Background: an optimization exercise with open tools, aiming at small area. Do not read the settings as production practice.
In this exercise RTL edits were held to simulation tests only and were not proved equivalent to the original.
The clock port is modelled as an ideal driver; clocking choices that lean on that would not hold on a real chip.

== build 65 ==
## ask_quality_top
module ask_quality_top #(
	parameter int LOG2_BLOCK = 4
) (
	input  logic                     sys_clk,
	input  logic                     rst_n,
	input  logic                     sym_clk_en,
	input  ask_pkg::dv_t             dec_var,
	output ask_pkg::slice_t          slice,
	output logic                     slice_valid,
	output ask_pkg::dv_t             ref_lvl,
	output ask_pkg::dv_t             err_mean,
	output logic [ask_pkg::SQ_W-1:0] err_var,
	output logic [ask_pkg::SQ_W-1:0] sig_pwr,
	output logic                     block_done
);
Settings: LEC_CHECK=0, CAP_MARGIN=20, CORE_MARGIN=2, CORE_UTILIZATION=40, CTS_BUF_LIST=sky130_fd_sc_hd__clkbuf_8, SLEW_MARGIN=20, SYNTH_HIERARCHICAL=1, SYNTH_MINIMUM_KEEP_SIZE=0; clock period 14.0 ns.
standard.sh (not shown) runs the stock make flow with config.mk's settings and CLKGATE_MAP_FILE= SYNTH_SCRIPT=/design/flow/synth_recipe.tcl, a recipe that flattens the netlist after the stock synthesis.
==> flow/flow/run.sh <==
#!/bin/bash
# The standard layout (the standard.sh: standard synthesis, then ORFS to
# finish), with these ORFS knobs set on the make command line:
#   REMOVE_ABC_BUFFERS=1  floorplan removes the buffers ABC put in synthesis
#                         (repair_design then buffers where the loads need it)
#   BUFFER_PORTS_ARGS     buffer_ports gives every input and output port a
#                         buffer, here the library's smallest, buf_1
#   CTS_ARGS              ORFS's clock_tree_synthesis arguments with
#                         -dont_use_dummy_load added
#   POST_CTS_TCL          flow/recover.tcl: after CTS, downsize gates that
#                         have slack to spare and legalize again
# make's full output goes to flow_make.log in the work folder.
set -euo pipefail
bash standard.sh REMOVE_ABC_BUFFERS=1 \
	"BUFFER_PORTS_ARGS=-buffer_cell sky130_fd_sc_hd__buf_1" \
	"CTS_ARGS=-repair_clock_nets -buf_list sky130_fd_sc_hd__clkbuf_8 -dont_use_dummy_load" \
	"POST_CTS_TCL=$PWD/flow/recover.tcl" \
	finish > flow_make.log 2>&1
==> flow/flow/recover.tcl <==
# Run after CTS (POST_CTS_TCL): downsize gates on paths with slack to spare
# (OpenROAD's power recovery), then legalize the placement again.
estimate_parasitics -placement
repair_timing -recover_power 100
detailed_placement
check_placement -verbose
report_design_area
Modified inputs, build 62 compared to build 65
diff --git a/flow/flow/run.sh b/flow/flow/run.sh
--- a/flow/flow/run.sh
+++ b/flow/flow/run.sh
@@ -15,3 +15,3 @@
 	"BUFFER_PORTS_ARGS=-buffer_cell sky130_fd_sc_hd__buf_1" \
-	"CTS_ARGS=-repair_clock_nets -buf_list sky130_fd_sc_hd__clkbuf_8 -dont_use_dummy_load" \
+	"CTS_ARGS=-sink_clustering_enable -repair_clock_nets -buf_list sky130_fd_sc_hd__clkbuf_8 -dont_use_dummy_load" \
 	"POST_CTS_TCL=$PWD/flow/recover.tcl" \
diff --git a/flow/config.mk b/flow/config.mk
--- a/flow/config.mk
+++ b/flow/config.mk
@@ -9,4 +9,5 @@
 export CORE_MARGIN = 2
-export CORE_UTILIZATION = 40
+export CORE_UTILIZATION = 55
 export CTS_BUF_LIST = sky130_fd_sc_hd__clkbuf_8
+export PLACE_DENSITY = 0.8
 export SLEW_MARGIN = 20
--- outcome ---
Compared with build 65, build 62 ends up with a smaller final cell area.
Comparing build 62 and build 65, global-route usage is lower on build 65.
In build 62, minimum clock period after layout is lower than in build 65.
Build 62 against build 65: area after detailed placement decreased by 1.4% relative to the old numbers, relative area change from synthesis to final layout has decreased.
Per the final summary, build 62 finished and its layout is clean on timing, DRC and antenna.
diff inputs: build 62 => build 77
diff --git a/flow/config.mk b/flow/config.mk
--- a/flow/config.mk
+++ b/flow/config.mk
@@ -9,5 +9,4 @@
 export CORE_MARGIN = 2
-export CORE_UTILIZATION = 55
+export CORE_UTILIZATION = 40
 export CTS_BUF_LIST = sky130_fd_sc_hd__clkbuf_8
-export PLACE_DENSITY = 0.8
 export SLEW_MARGIN = 20
## What came out
Build 77 finished every stage and its layout cleared the timing, design-rule and antenna checks.
Both conditions hold for build 62: the flow ran to the end and the final layout passed the timing, design-rule and antenna checks.
The met2 layer wire length in the routed design in build 77 sits about 0.7% below the value recorded for build 62.
For the wire length after detailed routing, build 77 came in 3.7% higher than build 62 did.
Critical path's largest stage delay up 0.03 ns in build 77 wrt build 62
[compare] base=build 62 new=build 77: count of non-CTS buffers in the layout higher; fmax decreased by 0.79% relative to the old numbers.

* * *

== main ==
ask_quality_top, a different RTL version from the one above (not shown whole).
For scale: ~1,600 cells after synthesis, roughly 180 flip-flops, roughly 99 I/O pins, roughly 18,000 sq um of cells after synthesis.
export LEC_CHECK = 0
export CAP_MARGIN = 20
export CORE_MARGIN = 2
export CORE_UTILIZATION = 40
export CTS_BUF_LIST = sky130_fd_sc_hd__clkbuf_8
export SLEW_MARGIN = 20
export SYNTH_HIERARCHICAL = 1
export SYNTH_MINIMUM_KEEP_SIZE = 0
create_clock -name core_clock -period 14.0 [get_ports {sys_clk}]
==> flow/flow/run.sh <==
#!/bin/bash
# The standard layout (the standard.sh: standard synthesis, then ORFS to
# finish), with three ORFS knobs set on the make command line:
#   REMOVE_ABC_BUFFERS=1  floorplan removes the buffers ABC put in synthesis
#                         (repair_design then buffers where the loads need it)
#   BUFFER_PORTS_ARGS     buffer_ports gives every input and output port a
#                         buffer, here the library's smallest, buf_1
#   CTS_ARGS              ORFS's clock_tree_synthesis arguments with
#                         -dont_use_dummy_load added
# make's full output goes to flow_make.log in the work folder.
set -euo pipefail
bash standard.sh REMOVE_ABC_BUFFERS=1 \
	"BUFFER_PORTS_ARGS=-buffer_cell sky130_fd_sc_hd__buf_1" \
	"CTS_ARGS=-sink_clustering_enable -repair_clock_nets -buf_list sky130_fd_sc_hd__clkbuf_8 -dont_use_dummy_load -sink_clustering_size 30 -sink_clustering_max_diameter 100" \
	finish > flow_make.log 2>&1
#### Input delta (the feature branch over main)
-- flow/flow/run.sh --
<<< main, line 13
	"BUFFER_PORTS_ARGS=-buffer_cell sky130_fd_sc_hd__buf_1" \
	"CTS_ARGS=-sink_clustering_enable -repair_clock_nets -buf_list sky130_fd_sc_hd__clkbuf_8 -dont_use_dummy_load -sink_clustering_size 30 -sink_clustering_max_diameter 100" \
	finish > flow_make.log 2>&1
>>> the feature branch, line 13
	"BUFFER_PORTS_ARGS=-buffer_cell sky130_fd_sc_hd__buf_1" \
	"CTS_ARGS=-sink_clustering_enable -repair_clock_nets -buf_list sky130_fd_sc_hd__clkbuf_8 -dont_use_dummy_load" \
	finish > flow_make.log 2>&1
==> comparison <==
Looking at the reports, main completed the entire flow and the layout it produced met the timing, design-rule and antenna checks.
The feature branch finished end to end and its layout was clean on timing, DRC and antenna.
Between the feature branch and main, the non-clock buffer count does not differ in any meaningful way.
The feature branch against main: count of multi-input gates stayed essentially flat; share of the core filled with cells in the final layout did not really move; critical path depth comparable; area after synthesis held steady; post-route standard cell area excluding fillers barely changed.
Compared with main, in the feature branch adder and majority gate portion of the synthesized area flat, number of nets in the layout was more or less identical, share of the yosys chip area belonging to registers held.

re-timing with driven ports:
The results above use ideal ports. As a check the final layouts listed here were re-extracted and re-timed, cells and wires unchanged. Step 1 sets driving cells, clkbuf_16 on the clock port and buf_2 on the other inputs (assumed; they add their load-dependent delay and slew). Step 2 times the ports against the registers' clock, not the clock port: input delays grow and output delays shrink by t, the midpoint of the rising clock arrivals with the driver on. a / b / c = ideal / step 1 / step 2; a / b = the first two.
run	shift t [ns]	setup WS [ns]	hold slack, ns	worst setup path after step 2
build 65	0.536	0.702 / 0.702 / 0.702	0.459 / 0.459 / 0.459	register to register
build 62	0.518	0.807 / 0.807 / 0.807	0.498 / 0.498 / 0.498	register to register
build 77	0.536	0.702 / 0.702 / 0.702	0.459 / 0.459 / 0.459	register to register
main	0.559	0.935 / 0.935 / 0.935	0.505 / 0.505 / 0.505	register to register
the feature branch	0.559	0.935 / 0.935 / 0.935	0.505 / 0.505 / 0.505	register to register
After both steps every run listed still meets setup and hold.
